Background: an optimization exercise with open tools, aiming at small area, a short achievable clock period and few clock cycles per item. Do not read the settings as production practice. Function was checked by simulation only, so behaviour that the tests miss may differ from the original. Power figures rest on the tool's default switching activity, not on a simulated workload.

**design.v**
```verilog
package md5_pkg;
    localparam logic [31:0] IV_A = 32'h67452301;
    localparam logic [31:0] IV_B = 32'hefcdab89;
    localparam logic [31:0] IV_C = 32'h98badcfe;
    localparam logic [31:0] IV_D = 32'h10325476;
    localparam logic [31:0] C0F  = 32'hd76aa477;
    localparam logic [31:0] K1_LAST = 32'hefadab89;
    function automatic logic [3:0] ring_slot(input logic [3:0] w);
        case (w)
            4'd0: ring_slot = 4'd9;
            4'd1: ring_slot = 4'd2;
            4'd2: ring_slot = 4'd0;
            4'd3: ring_slot = 4'd3;
            4'd4: ring_slot = 4'd5;
            4'd5: ring_slot = 4'd6;
            4'd6: ring_slot = 4'd12;
            4'd7: ring_slot = 4'd7;
            4'd8: ring_slot = 4'd1;
            4'd9: ring_slot = 4'd10;
            4'd10: ring_slot = 4'd8;
            4'd11: ring_slot = 4'd11;
            4'd12: ring_slot = 4'd13;
            4'd13: ring_slot = 4'd14;
            4'd14: ring_slot = 4'd4;
            4'd15: ring_slot = 4'd15;
            default: ring_slot = 4'd0;
        endcase
    endfunction
    function automatic logic [3:0] tap_slot(input logic [2:0] j);
        case (j)
            3'd0: tap_slot = 4'd1;
            3'd1: tap_slot = 4'd2;
            3'd2: tap_slot = 4'd3;
            3'd3: tap_slot = 4'd4;
            3'd4: tap_slot = 4'd7;
            3'd5: tap_slot = 4'd10;
            3'd6: tap_slot = 4'd12;
            3'd7: tap_slot = 4'd15;
            default: tap_slot = 4'd0;
        endcase
    endfunction
    function automatic logic [7:0] tap_sel(input logic [5:0] n);
        case (n)
            6'd0: tap_sel = 8'b00000010;
            6'd1: tap_sel = 8'b10000000;
            6'd2: tap_sel = 8'b00000001;
            6'd3: tap_sel = 8'b00000010;
            6'd4: tap_sel = 8'b00000010;
            6'd5: tap_sel = 8'b00010000;
            6'd6: tap_sel = 8'b00000001;
            6'd7: tap_sel = 8'b00100000;
            6'd8: tap_sel = 8'b00000010;
            6'd9: tap_sel = 8'b10000000;
            6'd10: tap_sel = 8'b00000001;
            6'd11: tap_sel = 8'b00000010;
            6'd12: tap_sel = 8'b00000010;
            6'd13: tap_sel = 8'b00010000;
            6'd14: tap_sel = 8'b00000001;
            6'd15: tap_sel = 8'b00000100;
            6'd16: tap_sel = 8'b01000000;
            6'd17: tap_sel = 8'b00100000;
            6'd18: tap_sel = 8'b00010000;
            6'd19: tap_sel = 8'b00000100;
            6'd20: tap_sel = 8'b00001000;
            6'd21: tap_sel = 8'b00100000;
            6'd22: tap_sel = 8'b10000000;
            6'd23: tap_sel = 8'b00000100;
            6'd24: tap_sel = 8'b01000000;
            6'd25: tap_sel = 8'b00100000;
            6'd26: tap_sel = 8'b00010000;
            6'd27: tap_sel = 8'b00000100;
            6'd28: tap_sel = 8'b00001000;
            6'd29: tap_sel = 8'b00100000;
            6'd30: tap_sel = 8'b10000000;
            6'd31: tap_sel = 8'b00010000;
            6'd32: tap_sel = 8'b00000001;
            6'd33: tap_sel = 8'b00100000;
            6'd34: tap_sel = 8'b00000010;
            6'd35: tap_sel = 8'b10000000;
            6'd36: tap_sel = 8'b00000001;
            6'd37: tap_sel = 8'b00000010;
            6'd38: tap_sel = 8'b00000010;
            6'd39: tap_sel = 8'b00010000;
            6'd40: tap_sel = 8'b00000001;
            6'd41: tap_sel = 8'b00100000;
            6'd42: tap_sel = 8'b00000010;
            6'd43: tap_sel = 8'b10000000;
            6'd44: tap_sel = 8'b00000001;
            6'd45: tap_sel = 8'b00000010;
            6'd46: tap_sel = 8'b00000010;
            6'd47: tap_sel = 8'b00100000;
            6'd48: tap_sel = 8'b00010000;
            6'd49: tap_sel = 8'b00000100;
            6'd50: tap_sel = 8'b00001000;
            6'd51: tap_sel = 8'b00100000;
            6'd52: tap_sel = 8'b10000000;
            6'd53: tap_sel = 8'b00000100;
            6'd54: tap_sel = 8'b01000000;
            6'd55: tap_sel = 8'b00100000;
            6'd56: tap_sel = 8'b00010000;
            6'd57: tap_sel = 8'b00000100;
            6'd58: tap_sel = 8'b00001000;
            6'd59: tap_sel = 8'b00100000;
            6'd60: tap_sel = 8'b10000000;
            6'd61: tap_sel = 8'b00000100;
            6'd62: tap_sel = 8'b01000000;
            default: tap_sel = 8'b0;
        endcase
    endfunction
    function automatic logic [31:0] k_next(input logic [7:0] h, input logic [7:0] l);
        k_next[0] = (h[0] & (l[1] | l[3] | l[5] | l[6])) | (h[1] & (l[0] | l[1] | l[4] | l[6])) | (h[2] & (l[1] | l[3] | l[4] | l[5])) | (h[3] & (l[1] | l[2] | l[3] | l[5])) | (h[4] & (l[0] | l[4])) | (h[5] & (l[1] | l[2] | l[3] | l[4] | l[6])) | (h[6] & (l[0] | l[1] | l[2] | l[3] | l[5] | l[6] | l[7])) | (h[7] & (l[2] | l[4] | l[5] | l[6] | l[7]));
        k_next[1] = (h[0] & (l[0] | l[1] | l[2] | l[3] | l[4] | l[5])) | (h[1] & (l[0] | l[2] | l[3] | l[4] | l[5] | l[7])) | (h[2] & (l[2] | l[4] | l[7])) | (h[3] & (l[0] | l[1] | l[6] | l[7])) | (h[4] & (l[1] | l[7])) | (h[5] & (l[0])) | (h[6] & (l[0] | l[1] | l[3] | l[4] | l[7])) | (h[7] & (l[3] | l[5]));
        k_next[2] = (h[0] & (l[0] | l[2] | l[3])) | (h[1] & (l[0] | l[2] | l[5])) | (h[2] & (l[3] | l[7])) | (h[3] & (l[0] | l[1] | l[2] | l[3])) | (h[4] & (l[2] | l[3] | l[7])) | (h[5] & (l[1] | l[2] | l[4] | l[6] | l[7])) | (h[6] & (l[0] | l[1] | l[5] | l[7])) | (h[7] & (l[1] | l[4]));
        k_next[3] = (h[0] & (l[1] | l[2] | l[3] | l[4] | l[7])) | (h[1] & (l[0] | l[2] | l[5])) | (h[2] & (l[2] | l[3] | l[6])) | (h[3] & (l[2] | l[4] | l[5] | l[6])) | (h[4] & (l[2] | l[4])) | (h[5] & (l[0] | l[3] | l[5])) | (h[6] & (l[2] | l[5] | l[7])) | (h[7] & (l[5]));
        k_next[4] = (h[0] & (l[0] | l[1] | l[5] | l[7])) | (h[1] & (l[1] | l[2] | l[4])) | (h[2] & (l[1] | l[3] | l[4])) | (h[3] & (l[0] | l[4] | l[5])) | (h[4] & (l[6])) | (h[5] & (l[0] | l[3] | l[5])) | (h[6] & (l[0] | l[2] | l[4] | l[5] | l[6])) | (h[7] & (l[1] | l[4] | l[5] | l[6]));
        k_next[5] = (h[0] & (l[2] | l[3] | l[4])) | (h[1] & (l[0] | l[1] | l[2] | l[3] | l[6] | l[7])) | (h[2] & (l[2] | l[7])) | (h[3] & (l[2] | l[4])) | (h[4] & (l[1] | l[4] | l[5] | l[6])) | (h[5] & (l[0] | l[3] | l[4] | l[5] | l[6])) | (h[6] & (l[1] | l[2] | l[5])) | (h[7] & (l[0] | l[2] | l[4] | l[5]));
        k_next[6] = (h[0] & (l[0] | l[1] | l[2] | l[7])) | (h[1] & (l[7])) | (h[2] & (l[0] | l[1] | l[3] | l[4] | l[6] | l[7])) | (h[3] & (l[0] | l[2] | l[4] | l[5] | l[7])) | (h[4] & (l[3] | l[5] | l[6] | l[7])) | (h[5] & (l[0] | l[4] | l[5] | l[6] | l[7])) | (h[6] & (l[3] | l[5] | l[6] | l[7])) | (h[7] & (l[0]));
        k_next[7] = (h[0] & (l[1] | l[2] | l[3] | l[7])) | (h[1] & (l[0] | l[1] | l[2] | l[4] | l[5])) | (h[2] & (l[2] | l[5] | l[6] | l[7])) | (h[3] & (l[0] | l[1] | l[2] | l[4] | l[5] | l[6])) | (h[4] & (l[0] | l[4] | l[7])) | (h[5] & (l[0] | l[1] | l[4] | l[5])) | (h[6] & (l[0] | l[1] | l[3] | l[4] | l[6])) | (h[7] & (l[0] | l[2] | l[3] | l[5] | l[6]));
        k_next[8] = (h[0] & (l[0] | l[3] | l[6])) | (h[1] & (l[0] | l[1] | l[2] | l[3] | l[4] | l[5] | l[7])) | (h[2] & (l[0] | l[2] | l[6] | l[7])) | (h[3] & (l[0] | l[1] | l[3] | l[4] | l[7])) | (h[4] & (l[1] | l[4] | l[5])) | (h[5] & (l[0] | l[2] | l[4])) | (h[6] & (l[0] | l[1] | l[3] | l[6])) | (h[7] & (l[1] | l[2] | l[6] | l[7]));
        k_next[9] = (h[0] & (l[0] | l[2] | l[3] | l[4] | l[5])) | (h[1] & (l[0] | l[1] | l[2] | l[5])) | (h[2] & (l[0] | l[1] | l[2] | l[5] | l[6])) | (h[3] & (l[0] | l[4] | l[5])) | (h[4] & (l[0] | l[3] | l[4] | l[5] | l[7])) | (h[5] & (l[0] | l[6] | l[7])) | (h[6] & (l[0] | l[1] | l[7])) | (h[7] & (l[0] | l[1] | l[3] | l[4] | l[5] | l[6] | l[7]));
        k_next[10] = (h[0] & (l[0] | l[2] | l[3] | l[4] | l[5] | l[6])) | (h[1] & (l[0] | l[2] | l[7])) | (h[2] & (l[2] | l[4] | l[5] | l[7])) | (h[3] & (l[0] | l[1] | l[2] | l[6])) | (h[4] & (l[0] | l[4] | l[6] | l[7])) | (h[5] & (l[0] | l[2] | l[5] | l[6])) | (h[6] & (l[0] | l[4] | l[5] | l[6] | l[7])) | (h[7] & (l[0] | l[3]));
        k_next[11] = (h[0] & (l[2] | l[3] | l[7])) | (h[1] & (l[1] | l[6])) | (h[2] & (l[1] | l[6] | l[7])) | (h[3] & (l[1] | l[3] | l[6] | l[7])) | (h[4] & (l[2] | l[3] | l[4] | l[5] | l[6] | l[7])) | (h[5] & (l[2] | l[4] | l[5])) | (h[6] & (l[0] | l[3] | l[4] | l[6] | l[7])) | (h[7] & (l[3]));
        k_next[12] = (h[0] & (l[0] | l[1] | l[6] | l[7])) | (h[1] & (l[0] | l[1] | l[2] | l[3] | l[4])) | (h[2] & (l[0] | l[1] | l[3] | l[4] | l[6])) | (h[3] & (l[2] | l[7])) | (h[4] & (l[0] | l[2] | l[6] | l[7])) | (h[5] & (l[1] | l[2] | l[3] | l[4] | l[5] | l[6])) | (h[6] & (l[0] | l[3] | l[5] | l[6] | l[7])) | (h[7] & (l[2] | l[3] | l[4] | l[5] | l[6]));
        k_next[13] = (h[0] & (l[0] | l[1])) | (h[1] & (l[0] | l[4] | l[7])) | (h[2] & (l[0] | l[5] | l[6])) | (h[3] & (l[3] | l[4] | l[7])) | (h[4] & (l[0] | l[1] | l[2] | l[3] | l[6] | l[7])) | (h[5] & (l[0] | l[1] | l[5] | l[7])) | (h[6] & (l[0] | l[1] | l[2] | l[5] | l[7])) | (h[7] & (l[0] | l[3] | l[4] | l[7]));
        k_next[14] = (h[0] & (l[1] | l[2] | l[4] | l[5])) | (h[1] & (l[0] | l[1] | l[2] | l[4] | l[5])) | (h[2] & (l[1] | l[2] | l[5] | l[6] | l[7])) | (h[3] & (l[3] | l[6])) | (h[4] & (l[0] | l[1] | l[3] | l[4] | l[5] | l[7])) | (h[5] & (l[3] | l[5] | l[6])) | (h[6] & (l[0] | l[3] | l[4] | l[5] | l[6] | l[7])) | (h[7] & (l[0] | l[1] | l[3] | l[4] | l[5] | l[6]));
        k_next[15] = (h[0] & (l[0] | l[2] | l[4] | l[6] | l[7])) | (h[1] & (l[0] | l[2])) | (h[2] & (l[0] | l[2] | l[5] | l[6] | l[7])) | (h[3] & (l[3] | l[4])) | (h[4] & (l[0] | l[3] | l[4] | l[6])) | (h[5] & (l[3] | l[4])) | (h[6] & (l[0] | l[2] | l[4] | l[5])) | (h[7] & (l[0] | l[4] | l[5] | l[6]));
        k_next[16] = (h[0] & (l[0] | l[2] | l[4])) | (h[1] & (l[1] | l[5])) | (h[2] & (l[3] | l[5] | l[6] | l[7])) | (h[3] & (l[0] | l[1] | l[3] | l[4] | l[5])) | (h[4] & (l[0] | l[1] | l[2] | l[5] | l[6] | l[7])) | (h[5] & (l[0] | l[1] | l[4] | l[7])) | (h[6] & (l[2] | l[3] | l[5])) | (h[7] & (l[1] | l[3] | l[5] | l[7]));
        k_next[17] = (h[0] & (l[0] | l[4] | l[6])) | (h[1] & (l[1] | l[7])) | (h[2] & (l[1] | l[2] | l[3] | l[6])) | (h[3] & (l[0] | l[2] | l[3] | l[4] | l[5] | l[6] | l[7])) | (h[4] & (l[3] | l[4] | l[5] | l[6] | l[7])) | (h[5] & (l[1] | l[4] | l[5])) | (h[6] & (l[0] | l[2] | l[3] | l[5])) | (h[7] & (l[3] | l[4] | l[5] | l[6]));
        k_next[18] = (h[0] & (l[0] | l[2] | l[3] | l[4] | l[6])) | (h[1] & (l[0] | l[1] | l[2] | l[6] | l[7])) | (h[2] & (l[1] | l[2] | l[3] | l[4])) | (h[3] & (l[0] | l[1] | l[4] | l[5])) | (h[4] & (l[1] | l[2] | l[3] | l[4] | l[6])) | (h[5] & (l[1] | l[3] | l[6])) | (h[6] & (l[1] | l[4] | l[5] | l[6])) | (h[7] & (l[0] | l[5] | l[6] | l[7]));
        k_next[19] = (h[0] & (l[2] | l[3])) | (h[1] & (l[1] | l[2] | l[4] | l[5] | l[7])) | (h[2] & (l[1] | l[3])) | (h[3] & (l[2] | l[4] | l[5] | l[6] | l[7])) | (h[4] & (l[1] | l[3] | l[4] | l[5] | l[6] | l[7])) | (h[5] & (l[1] | l[2] | l[4] | l[6] | l[7])) | (h[6] & (l[0] | l[3] | l[4] | l[5] | l[7])) | (h[7] & (l[0] | l[2] | l[4]));
        k_next[20] = (h[0] & (l[2] | l[3] | l[5])) | (h[1] & (l[1] | l[2] | l[3] | l[4] | l[5] | l[6] | l[7])) | (h[2] & (l[1] | l[2] | l[6])) | (h[3] & (l[0] | l[1] | l[2] | l[7])) | (h[4] & (l[0] | l[1] | l[3] | l[4] | l[5] | l[6] | l[7])) | (h[5] & (l[3] | l[4])) | (h[6] & (l[1] | l[2] | l[3])) | (h[7] & (l[3] | l[4] | l[5]));
        k_next[21] = (h[0] & (l[1] | l[2] | l[3] | l[5])) | (h[1] & (l[1] | l[5] | l[6])) | (h[2] & (l[2] | l[3] | l[5] | l[7])) | (h[3] & (l[0] | l[3] | l[4] | l[5] | l[6] | l[7])) | (h[4] & (l[0] | l[2] | l[3] | l[5] | l[6])) | (h[5] & (l[0] | l[1] | l[5] | l[6] | l[7])) | (h[6] & (l[0] | l[5] | l[7])) | (h[7] & (l[0] | l[4]));
        k_next[22] = (h[0] & (l[0] | l[3] | l[6])) | (h[1] & (l[0] | l[1] | l[2] | l[5])) | (h[2] & (l[0] | l[1] | l[4] | l[6] | l[7])) | (h[3] & (l[1] | l[2] | l[3] | l[4] | l[5] | l[7])) | (h[4] & (l[0] | l[2] | l[4])) | (h[5] & (l[1] | l[3] | l[4])) | (h[6] & (l[3] | l[5])) | (h[7] & (l[3] | l[5] | l[7]));
        k_next[23] = (h[0] & (l[0] | l[2] | l[4] | l[7])) | (h[1] & (l[1] | l[3] | l[4] | l[6])) | (h[2] & (l[2] | l[5] | l[6] | l[7])) | (h[3] & (l[1] | l[3] | l[4] | l[7])) | (h[4] & (l[1] | l[2] | l[3] | l[4] | l[5] | l[6] | l[7])) | (h[5] & (l[0] | l[1] | l[2] | l[3] | l[4] | l[5] | l[6])) | (h[6] & (l[1] | l[2] | l[5] | l[6] | l[7])) | (h[7] & (l[5] | l[6]));
        k_next[24] = (h[0] & (l[2] | l[3] | l[4] | l[6] | l[7])) | (h[1] & (l[0] | l[1] | l[2] | l[3] | l[4] | l[6])) | (h[2] & (l[2] | l[6] | l[7])) | (h[3] & (l[0] | l[2] | l[3] | l[5] | l[6] | l[7])) | (h[4] & (l[0] | l[1] | l[2] | l[4])) | (h[5] & (l[3] | l[5])) | (h[6] & (l[0] | l[1] | l[3] | l[4] | l[5] | l[6] | l[7])) | (h[7] & (l[1] | l[3] | l[4] | l[6] | l[7]));
        k_next[25] = (h[0] & (l[4])) | (h[1] & (l[0] | l[1] | l[3] | l[5] | l[7])) | (h[2] & (l[1] | l[3] | l[4] | l[6])) | (h[3] & (l[0] | l[5] | l[7])) | (h[4] & (l[0] | l[4] | l[5] | l[6])) | (h[5] & (l[0] | l[4] | l[5])) | (h[6] & (l[0] | l[1] | l[4] | l[5] | l[7])) | (h[7] & (l[0] | l[1] | l[2] | l[3] | l[5] | l[6] | l[7]));
        k_next[26] = (h[0] & (l[1] | l[3] | l[4] | l[6])) | (h[1] & (l[1] | l[4] | l[5] | l[7])) | (h[2] & (l[1] | l[3] | l[6])) | (h[3] & (l[1] | l[2] | l[4] | l[5] | l[6] | l[7])) | (h[4] & (l[0] | l[1] | l[2] | l[3] | l[5] | l[6])) | (h[5] & (l[1] | l[2] | l[4] | l[5] | l[6] | l[7])) | (h[6] & (l[2] | l[3] | l[4] | l[5] | l[6] | l[7])) | (h[7] & (l[0] | l[2] | l[3] | l[4] | l[7]));
        k_next[27] = (h[0] & (l[0] | l[5] | l[6] | l[7])) | (h[1] & (l[0] | l[1] | l[2] | l[3] | l[4] | l[6])) | (h[2] & (l[2] | l[5])) | (h[3] & (l[3] | l[4] | l[6] | l[7])) | (h[4] & (l[1] | l[2] | l[4] | l[6] | l[7])) | (h[5] & (l[0] | l[3] | l[5])) | (h[6] & (l[1] | l[2] | l[4] | l[5] | l[7])) | (h[7] & (l[0] | l[2] | l[4] | l[5] | l[6]));
        k_next[28] = (h[0] & (l[3] | l[6])) | (h[1] & (l[1] | l[4] | l[7])) | (h[2] & (l[3] | l[5])) | (h[3] & (l[1] | l[4] | l[7])) | (h[4] & (l[2] | l[5] | l[6])) | (h[5] & (l[1] | l[3] | l[5] | l[7])) | (h[6] & (l[2] | l[5])) | (h[7] & (l[0] | l[3] | l[4]));
        k_next[29] = (h[0] & (l[0] | l[1] | l[3] | l[5] | l[6] | l[7])) | (h[1] & (l[1] | l[3] | l[4] | l[5] | l[7])) | (h[2] & (l[1] | l[2] | l[6] | l[7])) | (h[3] & (l[1] | l[3] | l[4] | l[5] | l[7])) | (h[4] & (l[1] | l[2] | l[3] | l[5] | l[6] | l[7])) | (h[5] & (l[0] | l[4] | l[7])) | (h[6] & (l[1] | l[2] | l[3] | l[5] | l[7])) | (h[7] & (l[0] | l[1] | l[3] | l[4] | l[5] | l[6] | l[7]));
        k_next[30] = (h[0] & (l[0] | l[2] | l[3] | l[4] | l[6] | l[7])) | (h[1] & (l[1] | l[3] | l[4] | l[6] | l[7])) | (h[2] & (l[0] | l[2] | l[3] | l[5] | l[6])) | (h[3] & (l[0] | l[1] | l[2] | l[4] | l[5] | l[7])) | (h[4] & (l[1] | l[2] | l[4] | l[5])) | (h[5] & (l[0] | l[1] | l[3] | l[4] | l[6] | l[7])) | (h[6] & (l[0] | l[2] | l[3] | l[5] | l[7])) | (h[7] & (l[0] | l[2] | l[3] | l[6] | l[7]));
        k_next[31] = (h[0] & (l[0] | l[2] | l[3] | l[5] | l[6])) | (h[1] & (l[0] | l[1] | l[2] | l[4] | l[5] | l[7])) | (h[2] & (l[0] | l[2] | l[3] | l[5] | l[6])) | (h[3] & (l[0] | l[1] | l[3] | l[4] | l[6] | l[7])) | (h[4] & (l[0] | l[2] | l[3] | l[5] | l[6])) | (h[5] & (l[0] | l[1] | l[3] | l[4] | l[6] | l[7])) | (h[6] & (l[1] | l[2] | l[4] | l[5] | l[6])) | (h[7] & (l[0] | l[1] | l[3] | l[4] | l[6]));
    endfunction
    function automatic logic [4:0] shift_of(input logic [3:0] i);
        case (i)
            4'd0: shift_of = 5'd7;
            4'd1: shift_of = 5'd12;
            4'd2: shift_of = 5'd17;
            4'd3: shift_of = 5'd22;
            4'd4: shift_of = 5'd5;
            4'd5: shift_of = 5'd9;
            4'd6: shift_of = 5'd14;
            4'd7: shift_of = 5'd20;
            4'd8: shift_of = 5'd4;
            4'd9: shift_of = 5'd11;
            4'd10: shift_of = 5'd16;
            4'd11: shift_of = 5'd23;
            4'd12: shift_of = 5'd6;
            4'd13: shift_of = 5'd10;
            4'd14: shift_of = 5'd15;
            4'd15: shift_of = 5'd21;
            default: shift_of = 5'd0;
        endcase
    endfunction
    function automatic logic [7:0] rot_sel(input logic [5:0] n);
        case ({n[5:4], n[1:0]})
            4'd0: rot_sel = {4'b0001, 4'b1000};   
            4'd1: rot_sel = {4'b0010, 4'b1000};   
            4'd2: rot_sel = {4'b0100, 4'b1000};   
            4'd3: rot_sel = {4'b1000, 4'b0100};   
            4'd4: rot_sel = {4'b0001, 4'b0010};   
            4'd5: rot_sel = {4'b0010, 4'b0001};   
            4'd6: rot_sel = {4'b0100, 4'b0001};   
            4'd7: rot_sel = {4'b1000, 4'b0001};   
            4'd8: rot_sel = {4'b0001, 4'b0001};   
            4'd9: rot_sel = {4'b0010, 4'b0100};   
            4'd10: rot_sel = {4'b0100, 4'b0100};   
            4'd11: rot_sel = {4'b1000, 4'b1000};   
            4'd12: rot_sel = {4'b0001, 4'b0100};   
            4'd13: rot_sel = {4'b0010, 4'b0010};   
            4'd14: rot_sel = {4'b0100, 4'b0010};   
            4'd15: rot_sel = {4'b1000, 4'b0010};   
            default: rot_sel = 8'b0;
        endcase
    endfunction
endpackage
`timescale 1ns/1ps
module md5_msg_regs(
    input  logic         clk,
    input  logic         busy_i,
    input  logic [511:0] msg_i,
    input  logic [7:0]   tap_sel_i,   
    output logic [31:0]  word_o
);
    logic [31:0] ring [16];
    always_ff @(posedge clk) begin
        for (int w = 0; w < 16; w++) begin
            if (busy_i) ring[w] <= ring[(w + 1) % 16];
            else        ring[md5_pkg::ring_slot(4'(w))] <= msg_i[w*32 +: 32];
        end
    end
    always_comb begin
        word_o = '0;
        for (int j = 0; j < 8; j++) begin
            word_o = word_o | ({32{tap_sel_i[j]}} & ring[md5_pkg::tap_slot(3'(j))]);
        end
    end
endmodule
`timescale 1ns/1ps
module md5_step_sched(
    input  logic        clk,
    input  logic        reset_n,
    input  logic        start_i,
    output logic        busy_o,
    output logic        last_o,      
    output logic [3:0]  fn_o,        
    output logic [3:0]  qsel_o,      
    output logic [3:0]  rsel_o,      
    output logic [3:0]  qseln_o,     
    output logic [3:0]  rseln_o,
    output logic [15:0] ssel_o,      
    output logic [31:0] k1_o,        
    output logic [7:0]  tap_sel_o,   
    output logic [7:0]  kh_o,        
    output logic [7:0]  kl_o,        
    output logic        done_o
);
    logic       busy, last;
    logic [5:0] cnt, nstep, nnext;
    assign nstep = busy ? cnt + 6'd1 : 6'd0;
    assign nnext = busy ? cnt + 6'd2 : 6'd1;
    always_ff @(posedge clk) begin
        if (!reset_n) begin
            busy   <= 1'b0;
            last   <= 1'b0;
            done_o <= 1'b0;
        end else begin
            done_o <= last;
            last   <= busy && (cnt == 6'd62);
            if (busy) busy <= !last;
            else      busy <= start_i;
        end
    end
    always_ff @(posedge clk) begin
        cnt <= nstep;
        fn_o             <= 4'd1 << nnext[5:4];
        {qsel_o, rsel_o}   <= md5_pkg::rot_sel(nstep);
        {qseln_o, rseln_o} <= ~md5_pkg::rot_sel(nstep);
        ssel_o           <= 16'd1 << {nstep[5:4], nstep[1:0]};
        if (busy && cnt == 6'd62) k1_o <= md5_pkg::K1_LAST;
        else k1_o <= ~32'd0 << md5_pkg::shift_of({nstep[5:4], nstep[1:0]});
        tap_sel_o        <= md5_pkg::tap_sel(nstep);
        kh_o             <= 8'd1 << nstep[5:3];
        kl_o             <= 8'd1 << nstep[2:0];
    end
    assign busy_o = busy;
    assign last_o = last;
endmodule
`timescale 1ns/1ps
module md5_round_datapath(
    input  logic         clk,
    input  logic         busy_i,
    input  logic         last_i,
    input  logic [3:0]   fn_i,
    input  logic [3:0]   qsel_i,      
    input  logic [3:0]   rsel_i,
    input  logic [3:0]   qseln_i,     
    input  logic [3:0]   rseln_i,
    input  logic [15:0]  ssel_i,
    input  logic [31:0]  k1_i,      
    input  logic [7:0]   kh_i,
    input  logic [7:0]   kl_i,
    input  logic [31:0]  msg0_i,    
    input  logic [31:0]  word_i,    
    output logic [127:0] digest_o
);
    logic [31:0] b, c, d, p, x0, x1, nx0, nx1;
    logic [31:0] f, rp, rf, k0, k1;
    logic [31:0] e0s, e0c, e1s, e1c, u0, v0, u1, v1, z0, z1, new_b;
    logic [31:0] e0m, e1m, v0m, v1m, h0, g0, t0, h1, g1, t1;
    logic [31:0] pg;    
    logic        cw;    
    function automatic logic [31:0] rotate(input logic [31:0] x,
                                           input logic [3:0] q,
                                           input logic [3:0] r);
        logic [31:0] y;
        y = ({32{q[0]}} & {x[27:0], x[31:28]})
          | ({32{q[1]}} & {x[22:0], x[31:23]})
          | ({32{q[2]}} & {x[17:0], x[31:18]})
          | ({32{q[3]}} & {x[11:0], x[31:12]});
        rotate = ({32{r[0]}} & y)
               | ({32{r[1]}} & {y[30:0], y[31]})
               | ({32{r[2]}} & {y[29:0], y[31:30]})
               | ({32{r[3]}} & {y[28:0], y[31:29]});
    endfunction
    function automatic logic [63:0] prefix(input logic [31:0] g, input logic [31:0] t);
        logic [31:0] gg, tt, gn, tn;
        gg = g;
        tt = t;
        for (int sp = 1; sp < 32; sp = sp * 2) begin
            gn = gg;
            tn = tt;
            for (int i = sp; i < 32; i++) begin
                gn[i] = gg[i] | (tt[i] & gg[i - sp]);
                tn[i] = tt[i] & tt[i - sp];
            end
            gg = gn;
            tt = tn;
        end
        prefix = {tt, gg};
    endfunction
    function automatic logic [31:0] add_ci(input logic [31:0] x, input logic [31:0] y,
                                           input logic ci);
        logic [31:0] h, gg, tt, s;
        h = x ^ y;
        {tt, gg} = prefix(x & y, h);
        s[0] = h[0] ^ ci;
        for (int i = 1; i < 32; i++) s[i] = h[i] ^ (gg[i-1] | (tt[i-1] & ci));
        add_ci = s;
    endfunction
    assign f = (b & x1) | (~b & x0);
    assign nx1 = ({32{fn_i[0]}} & b)
               | ({32{fn_i[1]}} & (b | c))
               | ({32{fn_i[2]}} & ~(b ^ c))
               | ({32{fn_i[3]}} & ~b);
    assign nx0 = ({32{fn_i[0]}} & c)
               | ({32{fn_i[1]}} & (b & ~c))
               | ({32{fn_i[2]}} & (b ^ c))
               | ({32{fn_i[3]}} & ~(b ^ c));
    md5_carries u_car (.x_i(p), .y_i(f), .c_o(pg));
    always_comb begin
        cw = 1'b0;
        for (int i = 0; i < 16; i++) begin
            cw = cw | (ssel_i[i] & pg[31 - md5_pkg::shift_of(4'(i))]);
        end
    end
    assign k0 = {32{last_i}} & md5_pkg::IV_B;
    assign k1 = k1_i;
    assign rp = rotate(p, ~qseln_i, ~rseln_i);
    assign rf = rotate(f, qsel_i, rsel_i);
    assign e0s = b ^ rp ^ k0;
    assign e0m = (b & rp) | (b & k0) | (rp & k0);
    assign e0c = {e0m[30:0], 1'b0};
    assign e1s = b ^ rp ^ k1;
    assign e1m = (b & rp) | (b & k1) | (rp & k1);
    assign e1c = {e1m[30:0], 1'b0};
    assign u0  = e0s ^ e0c ^ rf;
    assign v0m = (e0s & e0c) | (e0s & rf) | (e0c & rf);
    assign v0  = {v0m[30:0], 1'b0};
    assign u1  = e1s ^ e1c ^ rf;
    assign v1m = (e1s & e1c) | (e1s & rf) | (e1c & rf);
    assign v1  = {v1m[30:0], 1'b0};
    md5_prefix u_pre0 (.x_i(u0), .y_i(v0), .h_o(h0), .g_o(g0), .t_o(t0));
    md5_prefix u_pre1 (.x_i(u1), .y_i(v1), .h_o(h1), .g_o(g1), .t_o(t1));
    assign z0 = h0 ^ {g0[30:0] | (t0[30:0] & {31{cw}}), cw};
    assign z1 = h1 ^ {g1[30:0] | (t1[30:0] & {31{cw}}), cw};
    assign new_b = pg[31] ? z1 : z0;
    always_ff @(posedge clk) begin
        if (!busy_i) begin
            b <= md5_pkg::IV_B;
            c <= md5_pkg::IV_C;
            d <= md5_pkg::IV_D;
            p <= msg0_i;
            x0 <= md5_pkg::C0F;
            x1 <= md5_pkg::C0F;
        end else begin
            x0 <= nx0;
            x1 <= nx1;
            b <= new_b;
            c <= last_i ? b + md5_pkg::IV_C : b;
            d <= last_i ? c + md5_pkg::IV_D : c;
            p <= d + word_i + md5_pkg::k_next(kh_i, kl_i);
        end
    end
    assign digest_o = {d, c, b, p};
endmodule
module md5_prefix(
    input  logic [31:0] x_i,
    input  logic [31:0] y_i,
    output logic [31:0] h_o,
    output logic [31:0] g_o,
    output logic [31:0] t_o
);
    logic [31:0] gg, tt, gn, tn;
    always_comb begin
        h_o = x_i ^ y_i;
        gg  = x_i & y_i;
        tt  = h_o;
        for (int sp = 1; sp < 32; sp = sp * 2) begin
            gn = gg;
            tn = tt;
            for (int i = sp; i < 32; i++) begin
                gn[i] = gg[i] | (tt[i] & gg[i - sp]);
                tn[i] = tt[i] & tt[i - sp];
            end
            gg = gn;
            tt = tn;
        end
        g_o = gg;
        t_o = tt;
    end
endmodule
module md5_carries(
    input  logic [31:0] x_i,
    input  logic [31:0] y_i,
    output logic [31:0] c_o
);
    logic [31:0] gg, tt, gn, tn;
    always_comb begin
        gg = x_i & y_i;
        tt = x_i ^ y_i;
        for (int sp = 1; sp < 32; sp = sp * 2) begin
            gn = gg;
            tn = tt;
            for (int i = sp; i < 32; i++) begin
                gn[i] = gg[i] | (tt[i] & gg[i - sp]);
                tn[i] = tt[i] & tt[i - sp];
            end
            gg = gn;
            tt = tn;
        end
        c_o = gg;
    end
endmodule
`timescale 1ns/1ps
module md5_core(
    input  logic         clk,
    input  logic         reset_n,
    input  logic         start_i,
    input  logic [511:0] msg_i,
    output logic [127:0] digest_o,
    output logic         done_o
);
    logic        busy, last;
    logic [3:0]  qsel, qseln, rseln;
    logic [3:0]  fn;
    logic [3:0]  rsel;
    logic [15:0] ssel;
    logic [7:0]  tap_sel, kh, kl;
    logic [31:0] word, k1;
    md5_step_sched u_sched (
        .clk       (clk),
        .reset_n   (reset_n),
        .start_i   (start_i),
        .busy_o    (busy),
        .last_o    (last),
        .fn_o      (fn),
        .qsel_o    (qsel),
        .rsel_o    (rsel),
        .qseln_o   (qseln),
        .rseln_o   (rseln),
        .ssel_o    (ssel),
        .k1_o      (k1),
        .tap_sel_o (tap_sel),
        .kh_o      (kh),
        .kl_o      (kl),
        .done_o    (done_o)
    );
    md5_msg_regs u_msg (
        .clk       (clk),
        .busy_i    (busy),
        .msg_i     (msg_i),
        .tap_sel_i (tap_sel),
        .word_o    (word)
    );
    md5_round_datapath u_dp (
        .clk      (clk),
        .busy_i   (busy),
        .last_i   (last),
        .fn_i     (fn),
        .qsel_i   (qsel),
        .rsel_i   (rsel),
        .qseln_i  (qseln),
        .rseln_i  (rseln),
        .ssel_i   (ssel),
        .k1_i     (k1),
        .kh_i     (kh),
        .kl_i     (kl),
        .msg0_i   (msg_i[31:0]),
        .word_i   (word),
        .digest_o (digest_o)
    );
endmodule
```
**flow/run.sh**
```bash
#!/bin/bash
# Standard ORFS layout, with plain buf_1 cells as port buffers, a tighter
# setup-repair target and a clock tree with larger sink clusters and no
# dummy loads; every tool's output is kept in the ORFS logs and in
# standard.log.
set -euo pipefail
export BUFFER_PORTS_ARGS="-buffer_cell sky130_fd_sc_hd__buf_1"
export SETUP_SLACK_MARGIN=5.6
export CTS_ARGS="-sink_clustering_enable -repair_clock_nets -dont_use_dummy_load -sink_clustering_size 16 -sink_clustering_max_diameter 80 -buf_list {sky130_fd_sc_hd__clkbuf_4 sky130_fd_sc_hd__clkbuf_8}"
bash standard.sh > standard.log 2>&1
```
**standard.sh**
```bash
#!/bin/bash
# synth_recipe.tcl (not shown) runs the flow's synth.tcl, then flattens the netlist and writes it again
# the make line also repeats each setting of config.mk as NAME=value (left out here)
make -C /OpenROAD-flow-scripts/flow DESIGN_CONFIG=/design/flow/config.mk WORK_HOME=/design/flow/orfs CLKGATE_MAP_FILE= SYNTH_SCRIPT=/design/flow/synth_recipe.tcl "${@:-finish}"
```
**config.mk**
```make
export PLATFORM = sky130hd
export DESIGN_NAME = md5_core
export DESIGN_NICKNAME = md5_core
export VERILOG_FILES = /design/flow/design.v
export SDC_FILE = /design/flow/constraint.sdc
export NUM_CORES = 4
export LEC_CHECK = 0
export CAP_MARGIN = 20
export CORE_MARGIN = 2
export CORE_UTILIZATION = 40
export SLEW_MARGIN = 20
export SYNTH_HIERARCHICAL = 1
export SYNTH_MINIMUM_KEEP_SIZE = 0
```
**constraint.sdc**
```tcl
create_clock -name core_clock -period 11.0 [get_ports {clk}]
set_input_delay 2.2000 -clock core_clock [delete_from_list [all_inputs] [get_ports {clk}]]
set_output_delay 2.2000 -clock core_clock [all_outputs]
set_load 0.01 [all_outputs]
```
==> run summary, run 1 <==
Slew headroom=0.2161; crit-path max cell delay=0.47 ns; initial antenna violation count=27; synthesized area per cell=approximately 9.8 µm²; Tot GR Track Use=0.3101; Leakage=20.20 nW; # DRC=0; FF-to-FF End=u_dp.p[27]; worst hold path class=reg2reg; R2R Setup Slk=5.68 ns; CTS Root Cell=clkbuf_8; reg2reg start=u_sched.kl_o[2]; fin nets=6007; Crit Path Class=reg2reg; Reg2Reg Depth=16; wire length per cell=28.15 µm; Layout Skew=0.09983 ns; worst-path cell chain=buf_4 > or2_4 > or3_1 > or2_2 > a22oi_1 > nand4_1 > fa_1 > ha_1 > a21o_1 > a211oi_1 > a2111o_1 > a21oi_4 > o41ai_4 > a21boi_2 > mux2_1 > a221o_1; Synth Warn #=12; worst hold slack=0.4217 ns; CTS tree=built; clk slew on worst S/H paths=0.10 ns; Mapped Cells=4635; Startpoint Class=flop; DRT iter0 DRCs=just over 4k; fin cells=around 6.7k; Fin. Hold Viols=0; Tcrit/Tclk final=0.4837; worst hold path startpoint=u_msg.ring[8][4]; RSZ-0062 raised after global routing=yes; Max Root-Sink Buffers=3; Hold Path End=u_msg.ring[7][4]; share of cells above drive strength 1=0.1683; largest net degree at the start of global routing=about 180; vias per inst=5.905; ANT nets after route=0; Crit path buffers/inverters=1; Crit path max-delay family=compound AO/OA/AOI/OAI gates; grt ovf=0; Sinks on Clock Net=803; outcome=complete, no violations; die footprint=0.1158 mm²; max-cap violations=0; final-report setup violation count=0; I/O pins=644; Req. time, crit path=11.59 ns; Layout area overhead=10.42%; slew at the pin closest to its max-slew limit=1.174 ns; Detailed Route WL=187300 µm; Port Buf Inserts=643; crit path DAT=5.91 ns; setup_tns=0 ns; Cell Area, Synth=around 0.045 mm²; CP endpoint kind=flop; chip width=340.3 µm; number of global-route vias before repair=37.48k; DP HPWL=146000 µm; DR pass1 iterations=9; Site Rows=123; Hold-fix buffers, CTS=0; fmax=0.1880 GHz; pins over their slew limit=0; core area=0.1123 mm²; post-route minimum period=5.320 ns; cts bufs inserted=68; Critical-path top delay cell=or3_1; GP Congestion=0.9910; Initial Util=0.4027; Max H-tree Level=3; Die H=between 300 and 400 µm; Via Count=39.30k; Hold Crit Depth=1; CP max FO=30; Pwr Density=282.7 mW/mm²; placed cell count=6559; first-pass GRT wire length=approximately 270000 µm; later-pin clock latency in the skew report=roughly 0.78 ns; Max IR drop VDD=slightly below 200 µV
[how the worst max path moves through the flow]
stage / from / endpoint / slack, ns / depth (start not counted)
after floorplan: u_sched.last / u_dp.b[29] / 6.15 / 16
after global placement: u_sched.qseln_o[0] / u_dp.b[25] / 5.26 / 18
after detailed placement: u_sched.qseln_o[0] / u_dp.b[29] / 5.26 / 18
after CTS: u_sched.qseln_o[2] / u_dp.b[18] / 5.59 / 17
after global routing: u_sched.kl_o[2] / u_dp.p[27] / 5.55 / 16
final: u_sched.kl_o[2] / u_dp.p[27] / 5.68 / 16
[timing repair]
action,4_1_cts,5_1_grt
cloned,0,2
endpoints found under the setup margin,24,27
resized for setup,6,68
buffers inserted,0,11
pin swaps,0,5
[worst register-to-register path, cell delays in order, from the launching register on]
cell and delay, ns:
dfxtp_1 0.31, buf_4 0.23, or2_4 0.39, or3_1 0.47
or2_2 0.35, a22oi_1 0.23, nand4_1 0.22, fa_1 0.43
ha_1 0.36, a21o_1 0.20, a211oi_1 0.31, a2111o_1 0.42
a21oi_4 0.12, o41ai_4 0.44, a21boi_2 0.13, mux2_1 0.33
a221o_1 0.26
[where the power goes]
part           leakage [nW]  total [mW]  internal (mW)  switching [mW]
clock network         0.489        1.57          0.555            1.01
logic                  13.0        8.80           3.42            5.37
registers              6.73        3.76           3.27           0.489
total                  20.2        14.1           7.25            6.87
[cell usage in the layout (no fill, tap or decap), drive strengths merged, types with 73 or more instances in the layout]
master	n
a22oi	301
mux2	564
nand2	318
nand3	75
nand4	101
a21o	73
xnor2	100
fa	142
a21oi	239
o21ai	182
inv	294
nor2	222
ha	207
buf	719
dfxtp	803
[through the flow]
step,setup slack [ns],utilization,power (mW),instance area [µm²]
finish,5.680,0.4447,14.12,49960
global route,5.555,0.4446,15.12,49950
CTS,5.586,0.4404,13.92,49480
detailed placement,5.260,0.4320,12.30,48530
global placement,5.258,0.4320,12.31,48530
floorplan,6.148,-,9.846,45250
[final cells by class]
type,count,area (µm²)
Fill cell,11060,62390
Multi-Input combinational cell,3250,26780
Timing Repair Buffer,719,3054
Sequential cell,803,16130
Tap cell,1500,1877
Inverter,299,1131
Timing Repair inverter,2,15.01
Clock buffer,68,935.9
Antenna cell,14,35.03
[sequential cells by signal, indices dropped and copies added, names as in the netlist, 6 cells and up]
signal	flops
u_msg.ring	512
u_dp.b	32
u_dp.c	32
u_dp.d	32
u_dp.p	32
u_dp.x0	32
u_dp.x1	32
u_sched.k1_o	30
u_sched.ssel_o	16
u_sched.kh_o	8
u_sched.kl_o	8
u_sched.tap_sel_o	8
u_sched.cnt	6
[metal layers]
metal	global-route usage	share of wire	up-vias
met1	0.3987	0.41	19200
met3	0.05507	0.076	375
met2	0.5081	0.47	1941
met5	0	0.00044	-
met4	0.1377	0.048	12
li1	-	-	17780
Testbench counts, summed over its fixed seeds: cycles 12,488, items 192.
==> inputs of run 2 (changes only) <==
--- a/flow/run.sh
+++ b/flow/run.sh
@@ -7,3 +7,3 @@
 export BUFFER_PORTS_ARGS="-buffer_cell sky130_fd_sc_hd__buf_1"
-export SETUP_SLACK_MARGIN=5.6
+export SETUP_SLACK_MARGIN=6.4
 export CTS_ARGS="-sink_clustering_enable -repair_clock_nets -dont_use_dummy_load -sink_clustering_size 16 -sink_clustering_max_diameter 80 -buf_list {sky130_fd_sc_hd__clkbuf_4 sky130_fd_sc_hd__clkbuf_8}"
==> run summary, run 2 <==
outcome=complete, no violations; CP dominant cell by count=a221o_1; share of cells above drive strength 1=0.2197; DP HPWL=147700 µm; Max IR drop VDD=279.9 µV; Critical-path top delay cell=a2111o_1; core area=0.1123 mm²; Die H=340.3 µm; crit path DAT=~5.5 ns; Via Count=39.90k; initial antenna violation count=24; most common cell after layout, fill and taps aside=dfxtp_1; Fin. Hold Viols=0; Sinks on Clock Net=803; Hold Path End=u_msg.ring[5][24]; Req. time, crit path=between 10 and 15 ns; Synth Warn #=12; die footprint=between 0.1 and 0.15 mm²; Startpoint Class=flop; Initial Util=0.4027; CTS Root Cell=clkbuf_8; largest reg by FF count=u_msg.ring; vias per inst=slightly below 6; post-route minimum period=roughly 4.9 ns; Leakage=between 20 and 25 nW; Crit Path Class=reg2reg; final-report setup violation count=0; chip width=340.3 µm; max-cap violations=0; Mapped Cells=4635; commonest cells after routing, fill and taps aside=732 x dfxtp_1, 643 x buf_1, 556 x mux2_2; Tot GR Track Use=0.3177; R2R Setup Slk=roughly 6.1 ns; CP endpoint kind=flop; Cell Area, Synth=0.04524 mm²; Hold Crit Depth=1; GP Congestion=1.013; Detailed Route WL=slightly below 200000 µm; Slew headroom=0.1252; Largest register FFs=512; I/O pins=around 640; met2 WL=about 90000 µm; CTS tree=built; Layout Skew=0.1059 ns; Max Root-Sink Buffers=3; CP max FO=11; wire length per cell=between 20 and 30 µm; worst hold slack=around 0.38 ns; worst hold path startpoint=u_msg.ring[6][24]; Filler Cell Count=~11k; Port Buf Inserts=643; ANT nets after route=0; clk slew on worst S/H paths=approximately 0.10 ns; Hold-fix buffers, CTS=0; synthesized area per cell=9.761 µm²; Pwr Density=around 290 mW/mm²; worst-path cell chain=buf_12 > or3_4 > or3_1 > a221o_1 > fa_1 > ha_2 > inv_1 > fa_2 > nand2b_4 > a21o_1 > a2111o_1 > a21oi_4 > o41ai_4 > buf_4 > a21boi_2 > mux2_4 > a221o_1; Met1 Wirelength=77780 µm; Crit path max-delay family=compound AO/OA/AOI/OAI gates; DRT iter0 DRCs=roughly 4.5k; largest net degree at the start of global routing=206; FF-to-FF End=u_dp.p[27]; Max H-tree Level=3; Highest Signal Layer=met5; Crit path buffers/inverters=3; Routed met3 length=15630 µm; RSZ-0062 raised after global routing=yes; Tcrit/Tclk final=0.4497; pins over their slew limit=0; pre-CTS setup slack=5.431 ns; crit-path max cell delay=0.57 ns; fin nets=roughly 6k; grt ovf=0; reg2reg start=u_sched.kl_o[4]; Site Rows=123; fmax=roughly 0.2 GHz; setup ws final=a little over 6 ns; worst hold path class=reg2reg; Reg2Reg Depth=17; placed cell count=6563; Layout area overhead=14.99%; # DRC=0; number of global-route vias before repair=38.07k; later-pin clock latency in the skew report=0.75 ns; fin cells=approximately 6.7k; DR pass1 iterations=6; slew at the pin closest to its max-slew limit=1.312 ns; cts bufs inserted=68; first-pass GRT wire length=around 270000 µm; setup_tns=0 ns
[run 2: cell types whose count changed in the layout (fill, tap and decap cells not counted), moves of 16 or more]
cell / delta
a21oi_1: -25
a21oi_2: +21
a221oi_4: +19
buf_4: +60
dfxtp_1: -41
dfxtp_2: +16
dfxtp_4: +25
ha_1: -36
ha_2: +17
ha_4: +19
nand2_1: -18
nand2_2: +16
o221ai_1: -23
o221ai_2: +22
[run 2: layer usage]
layer,up-vias,GRT usage
li1,17970,-
met1,19460,0.4094
met2,2001,0.5120
met3,464,0.05837
met4,6,0.1536
met5,-,0
[run 2: metrics by stage]
step	power (mW)	area, µm²	util
after detailed placement	12.33	48560	0.4322
final	15.25	52020	0.4631
after global routing	16.26	52010	0.4630
after floorplan	9.846	45260	-
after CTS	14.24	50610	0.4505
after global placement	12.36	48560	0.4322
[run 2: worst max-delay path by stage]
stage / end / start / cells after the start
after CTS: u_dp.p[27] / u_sched.kl_o[4] / 18
after floorplan: u_dp.b[29] / u_sched.qseln_o[1] / 20
after detailed placement: u_dp.b[21] / u_sched.qseln_o[1] / 20
after global routing: u_dp.p[27] / u_sched.kl_o[4] / 17
after global placement: u_dp.p[27] / u_sched.kl_o[0] / 15
final: u_dp.p[27] / u_sched.kl_o[4] / 17
[run 2: cell type report]
type                    instances  area [µm²]  share of cell area
well taps                    1500        1877             0.03608
multi-input cells            3250       28040              0.5390
diodes                         14       35.03           0.0006734
flip-flops and latches        803       16240              0.3122
clock buffers                  68       935.9             0.01799
inverters                     299        1130             0.02172
repair inverters                2       15.01           0.0002886
repair buffers                795        3750             0.07208
[run 2: report_power, final]
| group | leakage (nW) | switching, mW | total, mW | internal [mW] |
|---|---|---|---|---|
| registers | 6.73 | 0.471 | 3.76 | 3.29 |
| logic | 13.5 | 5.90 | 9.92 | 4.02 |
| clock network | 0.489 | 1.01 | 1.56 | 0.556 |
[run 2: timing repair]
action,CTS,global route
resized for setup,210,201
pin swaps,22,62
cloned,3,2
endpoints found under the setup margin,52,49
setup buffers,32,49
==> inputs of run 3 (changes only) <==
--- a/flow/run.sh
+++ b/flow/run.sh
@@ -7,3 +7,3 @@
 export BUFFER_PORTS_ARGS="-buffer_cell sky130_fd_sc_hd__buf_1"
-export SETUP_SLACK_MARGIN=6.4
+export SETUP_SLACK_MARGIN=6.2
 export CTS_ARGS="-sink_clustering_enable -repair_clock_nets -dont_use_dummy_load -sink_clustering_size 16 -sink_clustering_max_diameter 80 -buf_list {sky130_fd_sc_hd__clkbuf_4 sky130_fd_sc_hd__clkbuf_8}"
--- a/config.mk
+++ b/config.mk
@@ -9,3 +9,3 @@
 export CORE_MARGIN = 2
-export CORE_UTILIZATION = 40
+export CORE_UTILIZATION = 50
 export SLEW_MARGIN = 20
==> run summary, run 3 <==
FF-to-FF End=u_dp.p[27]; CTS tree=built; Startpoint Class=flop; Reg2Reg Depth=18; later-pin clock latency in the skew report=0.76 ns; reg2reg start=u_sched.kl_o[5]; Synth Warn #=12; worst hold slack=roughly 0.42 ns; Max IR drop VDD=356.2 µV; chip width=304.8 µm; Site Rows=110; Leakage=20.72 nW; Sinks on Clock Net=between 800 and 900; RSZ-0062 raised after global routing=yes; outcome=complete, no violations; Crit Path Class=reg2reg; Max H-tree Level=2; largest net degree at the start of global routing=161; Slew headroom=0.2199; initial antenna violation count=31; Largest register FFs=512; Mapped Cells=4635; R2R Setup Slk=around 6.1 ns; number of global-route vias before repair=37.89k; Die H=304.8 µm; most common cell after layout, fill and taps aside=dfxtp_1; Hold-fix buffers, CTS=0; Cell Area, Synth=0.04524 mm²; Pwr Density=291.9 mW/mm²; Detailed Route WL=186100 µm; Tcrit/Tclk final=0.4445; core area=around 0.090 mm²; CTS Root Cell=clkbuf_8; Final Core Density=0.5745; DR pass1 iterations=7; # DRC=0; final-report setup violation count=0; Tot GR Track Use=0.3851; DP HPWL=141600 µm; slew at the pin closest to its max-slew limit=1.166 ns; crit path DAT=5.53 ns; cts bufs inserted=60; ANT nets after route=0; DRT iter0 DRCs=4273; Initial Util=0.5034; commonest cells after routing, fill and taps aside=732 x dfxtp_1, 643 x buf_1, 561 x mux2_2; Critical path origin=u_sched.kl_o[5]; Max Root-Sink Buffers=3; die footprint=0.09291 mm²; clk slew on worst S/H paths=between 0.1 and 0.15 ns; Via Count=~40k; setup_tns=0 ns; synthesized area per cell=9.761 µm²; wire length per cell=29.06 µm; CP endpoint kind=flop; max-cap violations=0; Req. time, crit path=between 10 and 15 ns; share of cells above drive strength 1=0.2152; grt ovf=0; GP Congestion=1.055; crit-path max cell delay=0.44 ns; I/O pins=about 640; Worst Setup EP=u_dp.p[27]; vias per inst=6.227; Worst path depth=18; first-pass GRT wire length=266400 µm; fmax=between 0.2 and 0.25 GHz; largest reg by FF count=u_msg.ring; pins over their slew limit=0; Crit path max-delay family=compound AO/OA/AOI/OAI gates; Crit path buffers/inverters=3; fin nets=6074; CP max FO=13; Layout Skew=0.09639 ns; Critical-path top delay cell=or3_1; Fin. Hold Viols=0; worst hold path class=reg2reg; post-route minimum period=around 5 ns; Layout area overhead=14.13%; Port Buf Inserts=643; worst-path cell chain=buf_12 > buf_12 > or2_2 > or3_1 > nand2_1 > nand4_1 > or2_1 > fa_1 > ha_1 > a21oi_4 > o21ai_2 > a311oi_2 > a21oi_4 > o41ai_4 > buf_4 > a21boi_2 > mux2_4 > a221o_1
run 3: repair_timing:
| item | 4_1_cts | 5_1_grt |
|---|---|---|
| gates resized for setup | 154 | 237 |
| pin swaps | 24 | 77 |
| endpoints found under the setup margin | 45 | 47 |
| gates cloned | 4 | 2 |
| buffers inserted | 29 | 53 |
run 3: power breakdown:
| group | internal (mW) | switching, mW | total [mW] | leakage (nW) |
|---|---|---|---|---|
| Sequential | 3.29 | 0.501 | 3.79 | 6.73 |
| Combinational | 4.08 | 5.73 | 9.81 | 13.6 |
| Clock | 0.485 | 0.986 | 1.47 | 0.432 |
| Total | 7.86 | 7.22 | 15.1 | 20.7 |
run 3: worst min path at each step:
| stage | end | slack, ns | cells past startpoint | from |
|---|---|---|---|---|
| after global placement | u_msg.ring[5][3] | 0.44 | 1 | u_msg.ring[6][3] |
| after global routing | u_msg.ring[8][15] | 0.44 | 1 | u_msg.ring[9][15] |
| final | u_msg.ring[8][7] | 0.42 | 1 | u_msg.ring[9][7] |
| after CTS | u_msg.ring[8][7] | 0.42 | 1 | u_msg.ring[9][7] |
| after floorplan | u_msg.ring[10][0] | 0.43 | 1 | u_msg.ring[11][0] |
| after detailed placement | u_msg.ring[4][3] | 0.44 | 1 | u_msg.ring[5][3] |
run 3: stage by stage:
stage	instances	total power [mW]	cell area (µm²)	setup slack (ns)
6_report	6404	15.07	51630	6.111
2_1_floorplan	4638	9.846	45250	6.280
5_1_grt	6397	16.10	51620	6.006
3_3_place_gp	6236	12.23	48120	5.307
4_1_cts	6329	13.83	49820	6.048
3_5_place_dp	6236	12.19	48120	5.343
run 3: worst reg2reg max path, delay by kind of cell (launching register included):
family / cells / cell delay, ns
flip-flops: 1 / 0.36
buffers and inverters: 3 / 0.45
AO/OA/AOI/OAI: 7 / 1.51
AND/OR/NAND/NOR: 5 / 1.41
adder cells (fa/ha/maj): 2 / 0.79
multiplexers: 1 / 0.29
run 3: layout make-up:
class	count	area [µm²]
fill	8235	38240
multi-input combinational	3250	28100
sequential	803	16240
timing repair buffer	794	3796
tap	1176	1471
inverter	299	1131
clock buffer	60	825.8
antenna	20	50.05
timing repair inverter	2	15.01
run 3: per-layer routing:
layer  share of wire  vias up  track usage
li1                -    17950            -
met1            0.40    19400       0.4941
met2            0.46     1991       0.6278
met3           0.073      533      0.06161
met4           0.061       16       0.1962
met5         0.00069        -            0
==> inputs of run 4 (changes only) <==
--- a/design.v
+++ b/design.v
@@ -6,2 +6,3 @@
     localparam logic [31:0] C0F  = 32'hd76aa477;
+    localparam logic [31:0] K_1  = 32'he8c7b756;
     localparam logic [31:0] K1_LAST = 32'hefadab89;
@@ -252,4 +253,4 @@
         tap_sel_o        <= md5_pkg::tap_sel(nstep);
-        kh_o             <= 8'd1 << nstep[5:3];
-        kl_o             <= 8'd1 << nstep[2:0];
+        kh_o             <= 8'd1 << nnext[5:3];
+        kl_o             <= 8'd1 << nnext[2:0];
     end
@@ -276,3 +277,3 @@
 );
-    logic [31:0] b, c, d, p, x0, x1, nx0, nx1;
+    logic [31:0] b, c, d, p, x0, x1, nx0, nx1, k;
     logic [31:0] f, rp, rf, k0, k1;
@@ -363,2 +364,3 @@
             p <= msg0_i;
+            k <= md5_pkg::K_1;
             x0 <= md5_pkg::C0F;
@@ -371,3 +373,4 @@
             d <= last_i ? c + md5_pkg::IV_D : c;
-            p <= d + word_i + md5_pkg::k_next(kh_i, kl_i);
+            p <= d + word_i + k;
+            k <= md5_pkg::k_next(kh_i, kl_i);
         end
--- a/flow/run.sh
+++ b/flow/run.sh
@@ -7,3 +7,3 @@
 export BUFFER_PORTS_ARGS="-buffer_cell sky130_fd_sc_hd__buf_1"
-export SETUP_SLACK_MARGIN=6.2
+export SETUP_SLACK_MARGIN=7
 export CTS_ARGS="-sink_clustering_enable -repair_clock_nets -dont_use_dummy_load -sink_clustering_size 16 -sink_clustering_max_diameter 80 -buf_list {sky130_fd_sc_hd__clkbuf_4 sky130_fd_sc_hd__clkbuf_8}"
--- a/config.mk
+++ b/config.mk
@@ -9,3 +9,3 @@
 export CORE_MARGIN = 2
-export CORE_UTILIZATION = 50
+export CORE_UTILIZATION = 40
 export SLEW_MARGIN = 20
==> run summary, run 4 <==
Crit path max-delay family=adder cells; largest reg by FF count=u_msg.ring; DP HPWL=153600 µm; chip width=between 300 and 400 µm; Critical-path top delay cell=fa_1; final-report setup violation count=0; crit path DAT=5.05 ns; Initial Util=0.4041; first-pass GRT wire length=281600 µm; Detailed Route WL=202900 µm; Startpoint Class=flop; later-pin clock latency in the skew report=0.76 ns; CTS Root Cell=clkbuf_8; GP Congestion=0.9623; CP max FO=16; Tot GR Track Use=0.3279; core area=0.1145 mm²; Leakage=21.51 nW; ANT nets after route=0; Max IR drop VDD=~260 µV; share of cells above drive strength 1=0.2492; wire length per cell=29.72 µm; post-route minimum period=4.514 ns; clk slew on worst S/H paths=0.11 ns; placed instance area=between 0.05 and 0.06 mm²; most common cell after layout, fill and taps aside=dfxtp_1; Via Count=40.56k; final total power=17.48 mW; Crit path buffers/inverters=1; Filler Cell Count=11.00k; # DRC=0; Fin. Hold Viols=0; largest net degree at the start of global routing=approximately 170; Mapped Cells=4681; RSZ-0062 raised after global routing=yes; max-cap violations=0; DR pass1 iterations=9; Layout Skew=0.08767 ns; Req. time, crit path=about 12 ns; number of global-route vias before repair=around 39k; Crit Path Class=reg2reg; Sinks on Clock Net=835; outcome=complete, no violations; initial antenna violation count=20; Pwr Density=319.5 mW/mm²; I/O pins=644; Final Core Density=0.4779; CTS tree=built; worst hold path class=reg2reg; CP endpoint kind=flop; Layout area overhead=18.26%; die footprint=about 0.12 mm²; Cell Area, Synth=0.04627 mm²; synthesized area per cell=9.885 µm²; Max Root-Sink Buffers=3; Largest register FFs=512; worst-path cell chain=buf_12 > o22ai_2 > a221oi_4 > o22a_1 > o221ai_2 > fa_1 > fa_1 > ha_4 > nand4_1 > nor4_4 > and3b_2 > and2_4 > nand2_1 > nor2_1 > a21oi_1 > xnor2_1 > nand2_1 > o211ai_1; cts bufs inserted=67; Die H=344.1 µm; design area=roughly 0.055 mm²; crit-path max cell delay=0.57 ns; pins over their slew limit=0; setup_tns=0 ns; Site Rows=124; DRT iter0 DRCs=4287; R2R Setup Slk=6.49 ns; vias per inst=just under 6; Slew headroom=0.2208; Max H-tree Level=3; commonest cells after routing, fill and taps aside=762 x dfxtp_1, 643 x buf_1, 542 x mux2_2; grt ovf=0; Port Buf Inserts=643; fin nets=a little over 6k; fmax=0.2215 GHz; slew at the pin closest to its max-slew limit=around 1.2 ns; Synth Warn #=12; Tcrit/Tclk final=0.4104
[run 4: worst register-to-register path, delay by kind of cell, from the launching register on]
family	cells	cell delay (ns)
simple gates	7	1.24
xor+xnor	1	0.15
flops	1	0.44
buf+inv	1	0.18
compound gates	6	0.97
fa+ha+maj	3	1.37
[run 4: final cells by class]
type                    instances  area, µm²  area share
diodes                         12      30.03   0.0005488
clock buffers                  67      922.1     0.01685
multi-input cells            3264      29410      0.5374
repair buffers                842       4415     0.08069
repair inverters                1      8.758   0.0001601
inverters                     292       1129     0.02063
well taps                    1512       1892     0.03457
flip-flops and latches        835      16920      0.3091
[run 4: per-layer routing]
layer	GRT usage	routed length (µm)	vias up
met3	0.05881	16060	459
met1	0.4100	80280	19870
met2	0.5286	92670	2025
li1	-	-	18190
met5	0	70	-
met4	0.1948	13780	12
[run 4: final timing paths]
| path | cells after the start | to | startpoint |
|---|---|---|---|
| hold reg to reg | 1 | u_msg.ring[4][28] | u_msg.ring[5][28] |
| setup / recovery | 18 | u_dp.b[30] | u_sched.qseln_o[1] |
| setup reg to reg | 18 | u_dp.b[30] | u_sched.qseln_o[1] |
| hold / removal | 1 | u_msg.ring[4][28] | u_msg.ring[5][28] |
[run 4: what timing repair did]
item | 4_1_cts | 5_1_grt
setup buffers | 76 | 48
endpoints found under the setup margin | 81 | 75
hold buffers | 0 | 0
gates cloned | 8 | 2
gates resized for setup | 392 | 127
pin swaps | 82 | 88
[run 4: per-stage QoR]
stage	cells	hold slack [ns]	worst slack, ns
4_1_cts	6763	0.4322	6.569
5_1_grt	6822	0.4404	6.330
3_3_place_gp	6612	0.4353	5.693
2_1_floorplan	4682	0.4328	6.956
3_5_place_dp	6612	0.4390	5.753
6_report	6825	0.4227	6.486
[run 4: report_power, final]
| group | switching [mW] | internal, mW |
|---|---|---|
| combinational | 6.93 | 5.06 |
| sequential | 0.466 | 3.43 |
| clock | 1.04 | 0.548 |
Testbench counts of run 4, summed over its fixed seeds: cycles 12,488, items 192.
==> inputs of run 5 (changes only) <==
--- a/flow/run.sh
+++ b/flow/run.sh
@@ -7,3 +7,3 @@
 export BUFFER_PORTS_ARGS="-buffer_cell sky130_fd_sc_hd__buf_1"
-export SETUP_SLACK_MARGIN=7
+export SETUP_SLACK_MARGIN=6.5
 export CTS_ARGS="-sink_clustering_enable -repair_clock_nets -dont_use_dummy_load -sink_clustering_size 16 -sink_clustering_max_diameter 80 -buf_list {sky130_fd_sc_hd__clkbuf_4 sky130_fd_sc_hd__clkbuf_8}"
==> run summary, run 5 <==
outcome=complete, no violations; Max Root-Sink Buffers=3; CTS tree=built; Critical-path top delay cell=fa_1; Largest register FFs=between 500 and 600; Crit path buffers/inverters=5; DP HPWL=149400 µm; Detailed Route WL=about 200000 µm; CTS Root Cell=clkbuf_8; initial antenna violation count=35; Die H=between 300 and 400 µm; pre-CTS setup slack=5.388 ns; Layout area overhead=16.05%; Crit path max-delay family=compound AO/OA/AOI/OAI gates; Reg2Reg Depth=20; Worst path depth=20; DRT iter0 DRCs=4277; slew at the pin closest to its max-slew limit=1.034 ns; GP Congestion=0.9895; synthesized area per cell=9.885 µm²; Final Core Density=0.4690; I/O pins=644; Site Rows=124; wire length per cell=28.83 µm; final total power=16.70 mW; Leakage=21.21 nW; CP max FO=8; worst hold slack=0.3827 ns; most common cell after layout, fill and taps aside=dfxtp_1; FF-to-FF End=u_dp.b[31]; later-pin clock latency in the skew report=0.75 ns; number of global-route vias before repair=38.62k; Startpoint Class=flop; max-cap violations=0; RSZ-0062 raised after global routing=yes; vias per inst=5.934; placed cell count=6629; Tot GR Track Use=0.3163; placed instance area=0.04962 mm²; ANT nets after route=0; largest net degree at the start of global routing=94; crit path DAT=5.30 ns; Tcrit/Tclk final=0.4247; Fin. Hold Viols=0; share of cells above drive strength 1=0.2259; final-report setup violation count=0; design area=roughly 0.054 mm²; setup ws final=6.328 ns; # DRC=0; Req. time, crit path=11.62 ns; Via Count=between 40k and 50k; cts bufs inserted=70; fin cells=6829; clk slew on worst S/H paths=0.10 ns; R2R Setup Slk=6.33 ns; Worst Setup EP=u_dp.b[31]; core area=0.1145 mm²; Layout Skew=between 0.09 and 0.1 ns; pins over their slew limit=0; Synth Warn #=12; CP endpoint kind=flop; Cell Area, Synth=0.04627 mm²; largest reg by FF count=u_msg.ring; DR pass1 iterations=18; fin nets=6164; fmax=around 0.21 GHz; Max IR drop VDD=332.9 µV; worst hold path class=reg2reg; Crit Path Class=reg2reg; Initial Util=0.4041; Port Buf Inserts=643; grt ovf=0; Pwr Density=311.1 mW/mm²; reg2reg start=u_sched.qseln_o[3]; die footprint=~0.12 mm²; chip width=344.1 µm; Sinks on Clock Net=835; Max H-tree Level=3; Filler Cell Count=11.03k; setup_tns=0 ns; Hold-fix buffers, CTS=0; worst-path cell chain=clkinvlp_4 > buf_12 > a221oi_4 > o22a_1 > o221ai_4 > inv_2 > fa_1 > fa_1 > inv_2 > ha_4 > nand4_1 > buf_4 > nor2_1 > o21ai_2 > a31oi_2 > a21oi_2 > o221ai_1 > a21oi_1 > xor2_1 > o211ai_1; Mapped Cells=4681; crit-path max cell delay=0.55 ns; Slew headroom=0.3108; commonest cells after routing, fill and taps aside=782 x dfxtp_1, 643 x buf_1, 556 x mux2_2; post-route minimum period=4.672 ns; first-pass GRT wire length=273900 µm; Critical path origin=u_sched.qseln_o[3]
## run 5: area by class of cell
class,count,area [µm²],area share
clock buffer,70,963.4,0.01794
tap,1512,1892,0.03523
timing repair inverter,2,15.01,0.0002796
timing repair buffer,826,4049,0.07540
inverter,292,1105,0.02057
multi-input combinational,3264,28730,0.5350
antenna,28,70.07,0.001305
sequential,835,16870,0.3143
## run 5: how the worst min path moves through the flow
stage	from	slack, ns	cells past startpoint	end
floorplan	u_msg.ring[11][0]	0.43	1	u_msg.ring[10][0]
global placement	u_msg.ring[14][5]	0.44	1	u_msg.ring[13][5]
detailed placement	u_msg.ring[6][29]	0.44	1	u_msg.ring[5][29]
CTS	u_msg.ring[4][20]	0.40	1	u_msg.ring[3][20]
global route	u_msg.ring[4][20]	0.40	1	u_msg.ring[3][20]
finish	u_msg.ring[4][20]	0.38	1	u_msg.ring[3][20]
## run 5: layer usage
metal	track usage	wire length, µm	up-vias
li1	-	-	18200
met1	0.3991	78550	19860
met2	0.5037	89310	1982
met3	0.06426	16830	457
met4	0.1793	12060	14
met5	0	97	-
## run 5: timing repair
action                     4_1_cts  5_1_grt
resized for setup              241      202
setup endpoints to repair       45       47
pin swaps                       32       62
setup buffers                   43       54
cloned                           4        1
## run 5: power breakdown
group	switching, mW	internal (mW)
Clock	1.04	0.571
Sequential	0.487	3.43
Combinational	6.54	4.63

re-timing with driven ports:
Ports are ideal in the flow. The routed layouts listed here were re-timed in OpenROAD. Step 1, drivers: a clkbuf_16 drives clk and a buf_2 each remaining input, both assumed. Step 2 also shifts input and output timing later by t, the mid clock arrival at the registers, as if the neighbouring blocks saw the same clock. Slacks: no drivers / after step 1 / after step 2; pairs: no drivers / after step 1.
run | t (ns) | slack for setup (ns) | worst setup path after step 2 | clock arrival spread, ns
run 1 | 0.804 | 5.680 / 5.680 / 5.680 | register to register | 0.100 / 0.100
run 2 | 0.764 | 6.054 / 6.054 / 6.054 | register to register | 0.111 / 0.111
run 3 | 0.763 | 6.111 / 6.111 / 6.111 | register to register | 0.096 / 0.096
run 4 | 0.787 | 6.486 / 6.486 / 6.486 | register to register | 0.093 / 0.093
run 5 | 0.785 | 6.328 / 6.328 / 6.328 | register to register | 0.108 / 0.108
After both steps setup and hold are still met in every run listed.
